What follows belongs to an exercise in optimizing a design on an open flow for small area and a short achievable clock period; a production flow would make more cautious choices. At most, simulation tests tie the RTL to the original design; equivalence was not proved.

== the previous run ==
==> flow/design.v <==
module vga_pixel_fifo #(
    parameter  int WIDTH     = 24,
    parameter  int DEPTH     = 64,
    parameter  int AF_THRESH = 48,
    localparam int AW        = $clog2(DEPTH),
    localparam int LW        = AW + 1,
    localparam int NS        = DEPTH - 1
) (
    input  logic             clk,
    input  logic             rst,
    input  logic             flush,
    input  logic             wr_en,
    input  logic [WIDTH-1:0] wr_data,
    input  logic             rd_en,
    output logic [WIDTH-1:0] pixel_out,
    output logic             fifo_empty,
    output logic             fifo_full,
    output logic             almost_full,
    output logic [LW-1:0]    level,
    output logic             overflow,
    output logic             underflow
);
    logic [WIDTH-1:0] mem_r [NS];
    logic [AW-1:0]    wr_ptr_r;
    logic [NS-1:0]    rd_sel_r;      
    logic [LW-1:0]    level_r;
    logic [WIDTH-1:0] head_r;
    logic             empty_r;       
    logic             one_r;         
    logic             full_r;        
    logic             almost_full_r;
    logic             overflow_r;
    logic             underflow_r;
    logic             pop_s;
    logic             push_s;
    logic             mem_we_s;
    logic             head_we_s;
    logic             up_s;
    logic             dn_s;
    logic [LW-1:0]    level_next_s;
    logic [WIDTH-1:0] rd_data_s;
    always_comb begin
        pop_s     = rd_en & ~empty_r;
        push_s    = wr_en & (~full_r | rd_en);
        mem_we_s  = push_s & ~empty_r & ~(one_r & rd_en);
        head_we_s = pop_s | (wr_en & empty_r);
        up_s      = push_s & ~pop_s;
        dn_s      = pop_s & ~push_s;
        if (up_s)      level_next_s = level_r + LW'(1);
        else if (dn_s) level_next_s = level_r - LW'(1);
        else           level_next_s = level_r;
    end
    always_comb begin
        rd_data_s = {WIDTH{1'b0}};
        for (int i = 0; i < NS; i++) begin
            rd_data_s = rd_data_s | ({WIDTH{rd_sel_r[i]}} & mem_r[i]);
        end
    end
    always_ff @(posedge clk) begin
        for (int i = 0; i < NS; i++) begin
            if (mem_we_s && wr_ptr_r == AW'(i)) begin
                mem_r[i] <= wr_data;
            end
        end
    end
    always_ff @(posedge clk) begin
        if (head_we_s) begin
            head_r <= (empty_r | one_r) ? wr_data : rd_data_s;
        end
    end
    always_ff @(posedge clk or negedge rst) begin
        if (!rst) begin
            wr_ptr_r      <= {AW{1'b0}};
            rd_sel_r      <= NS'(1);
            level_r       <= {LW{1'b0}};
            empty_r       <= 1'b1;
            one_r         <= 1'b0;
            full_r        <= 1'b0;
            almost_full_r <= 1'b0;
            overflow_r    <= 1'b0;
            underflow_r   <= 1'b0;
        end else if (flush) begin
            wr_ptr_r      <= {AW{1'b0}};
            rd_sel_r      <= NS'(1);
            level_r       <= {LW{1'b0}};
            empty_r       <= 1'b1;
            one_r         <= 1'b0;
            full_r        <= 1'b0;
            almost_full_r <= 1'b0;
            overflow_r    <= 1'b0;
            underflow_r   <= 1'b0;
        end else begin
            if (mem_we_s) wr_ptr_r <= (wr_ptr_r == AW'(NS - 1)) ? {AW{1'b0}} : wr_ptr_r + AW'(1);
            if (pop_s & ~one_r) rd_sel_r <= {rd_sel_r[NS-2:0], rd_sel_r[NS-1]};
            level_r       <= level_next_s;
            empty_r       <= (level_next_s == LW'(0));
            one_r         <= (level_next_s == LW'(1));
            full_r        <= (level_next_s == LW'(DEPTH));
            almost_full_r <= (level_next_s >= LW'(AF_THRESH));
            overflow_r    <= overflow_r | (wr_en & full_r & ~rd_en);
            underflow_r   <= underflow_r | (rd_en & empty_r);
        end
    end
    assign pixel_out   = head_r;
    assign fifo_empty  = empty_r;
    assign fifo_full   = full_r;
    assign almost_full = almost_full_r;
    assign level       = level_r;
    assign overflow    = overflow_r;
    assign underflow   = underflow_r;
endmodule
Settings: LEC_CHECK=0, ABC_CLOCK_PERIOD_IN_PS=2200, CAP_MARGIN=20, CORE_MARGIN=2, CORE_UTILIZATION=55, PLACE_DENSITY=0.65, SETUP_SLACK_MARGIN=0.9, SLEW_MARGIN=20, TNS_END_PERCENT=100; clock period 3.3 ns.
run.sh (not shown) runs the stock make flow with config.mk's settings and CLKGATE_MAP_FILE= SYNTH_SCRIPT=/design/flow/synth_recipe.tcl, a recipe that flattens the netlist after the stock synthesis.
The previous run has completed all stages; timing, DRC and antenna checks passed.
Here is what was changed in the inputs of the current run compared with the previous run.
==> flow/design.v <==
module vga_pixel_fifo #(
    parameter  int WIDTH     = 24,
    parameter  int DEPTH     = 64,
    parameter  int AF_THRESH = 48,
    localparam int AW        = $clog2(DEPTH),
    localparam int LW        = AW + 1,
    localparam int NS        = DEPTH - 1,
    localparam int NA        = 7,
    localparam int NB        = 9
) (
    input  logic             clk,
    input  logic             rst,
    input  logic             flush,
    input  logic             wr_en,
    input  logic [WIDTH-1:0] wr_data,
    input  logic             rd_en,
    output logic [WIDTH-1:0] pixel_out,
    output logic             fifo_empty,
    output logic             fifo_full,
    output logic             almost_full,
    output logic [LW-1:0]    level,
    output logic             overflow,
    output logic             underflow
);
    logic [WIDTH-1:0] mem_r [NS];
    logic [NA-1:0]    wr_a_r;        
    logic [NB-1:0]    wr_b_r;        
    logic [NS-1:0]    rd_sel_r;      
    logic [LW-1:0]    level_r;
    logic [WIDTH-1:0] head_r;
    logic             empty_r;       
    logic             low_r;         
    logic             full_r;        
    logic             almost_full_r;
    logic             overflow_r;
    logic             underflow_r;
    logic             pop_s;
    logic             push_s;
    logic             mem_we_s;
    logic             head_we_s;
    logic             up_s;
    logic             dn_s;
    logic [LW-1:0]    level_next_s;
    logic [WIDTH-1:0] rd_data_s;
    always_comb begin
        pop_s     = rd_en & ~empty_r;
        push_s    = wr_en & (~full_r | rd_en);
        mem_we_s  = wr_en & (rd_en ? ~low_r : (~empty_r & ~full_r));
        head_we_s = pop_s | (wr_en & empty_r);
        up_s      = push_s & ~pop_s;
        dn_s      = pop_s & ~push_s;
        if (up_s)      level_next_s = level_r + LW'(1);
        else if (dn_s) level_next_s = level_r - LW'(1);
        else           level_next_s = level_r;
    end
    always_comb begin
        rd_data_s = {WIDTH{1'b0}};
        for (int i = 0; i < NS; i++) begin
            rd_data_s = rd_data_s | ({WIDTH{rd_sel_r[i]}} & mem_r[i]);
        end
    end
    always_ff @(posedge clk) begin
        for (int i = 0; i < NS; i++) begin
            if (mem_we_s && wr_a_r[i % NA] && wr_b_r[i % NB]) begin
                mem_r[i] <= wr_data;
            end
        end
    end
    always_ff @(posedge clk) begin
        if (head_we_s) begin
            head_r <= low_r ? wr_data : rd_data_s;
        end
    end
    always_ff @(posedge clk or negedge rst) begin
        if (!rst) begin
            wr_a_r        <= NA'(1);
            wr_b_r        <= NB'(1);
            rd_sel_r      <= NS'(1);
            level_r       <= {LW{1'b0}};
            empty_r       <= 1'b1;
            low_r         <= 1'b1;
            full_r        <= 1'b0;
            almost_full_r <= 1'b0;
            overflow_r    <= 1'b0;
            underflow_r   <= 1'b0;
        end else if (flush) begin
            wr_a_r        <= NA'(1);
            wr_b_r        <= NB'(1);
            rd_sel_r      <= NS'(1);
            level_r       <= {LW{1'b0}};
            empty_r       <= 1'b1;
            low_r         <= 1'b1;
            full_r        <= 1'b0;
            almost_full_r <= 1'b0;
            overflow_r    <= 1'b0;
            underflow_r   <= 1'b0;
        end else begin
            if (mem_we_s) begin
                wr_a_r <= {wr_a_r[NA-2:0], wr_a_r[NA-1]};
                wr_b_r <= {wr_b_r[NB-2:0], wr_b_r[NB-1]};
            end
            if (pop_s & ~low_r) rd_sel_r <= {rd_sel_r[NS-2:0], rd_sel_r[NS-1]};
            level_r       <= level_next_s;
            empty_r       <= (level_next_s == LW'(0));
            low_r         <= (level_next_s <= LW'(1));
            full_r        <= (level_next_s == LW'(DEPTH));
            almost_full_r <= (level_next_s >= LW'(AF_THRESH));
            overflow_r    <= overflow_r | (wr_en & full_r & ~rd_en);
            underflow_r   <= underflow_r | (rd_en & empty_r);
        end
    end
    assign pixel_out   = head_r;
    assign fifo_empty  = empty_r;
    assign fifo_full   = full_r;
    assign almost_full = almost_full_r;
    assign level       = level_r;
    assign overflow    = overflow_r;
    assign underflow   = underflow_r;
endmodule
Notes after the runs:
For the final worst hold slack, the current run came in 0.19 ns lower than the previous run did. Min layout-stage area growth over the synthesis result across the previous run and the current run: the current run. After synthesis and placement, the instance count of the current run is above that of the previous run. The die of the current run is larger than the one used in the previous run. The previous run and the current run ended up with roughly the same area of the core region. Summary — fraction of final layout cells sized beyond drive strength 1, the current run relative to the previous run: lower, by 4.1 points.
The RTL of the current run was laid out without a check of its function.

-- port drivers added, routing unchanged --
Ports are ideal in the flow. The routed layouts listed here were re-timed in OpenROAD.
Step 1, drivers: a clkbuf_16 drives clk and a buf_2 each remaining input, both assumed.
Step 2 also shifts input and output timing later by t, the mid clock arrival at the registers, as if the neighbouring blocks saw the same clock.
Three values: ideal, step 1, step 2; two values: the first two.
| run | shift t [ns] | setup slack, ns | slew at the worst register clock pin (ns) |
|---|---|---|---|
| the previous run | 0.852 | 0.712 / 0.712 / 0.179 | 0.07 / 0.07 |
| the current run | 0.874 | 0.651 / 0.651 / 0.077 | 0.07 / 0.07 |
After both steps every run listed still meets setup and hold. For the current run, which loses most, drivers alone change the setup slack by 0.000 ns; drivers and shift together by -0.574 ns.
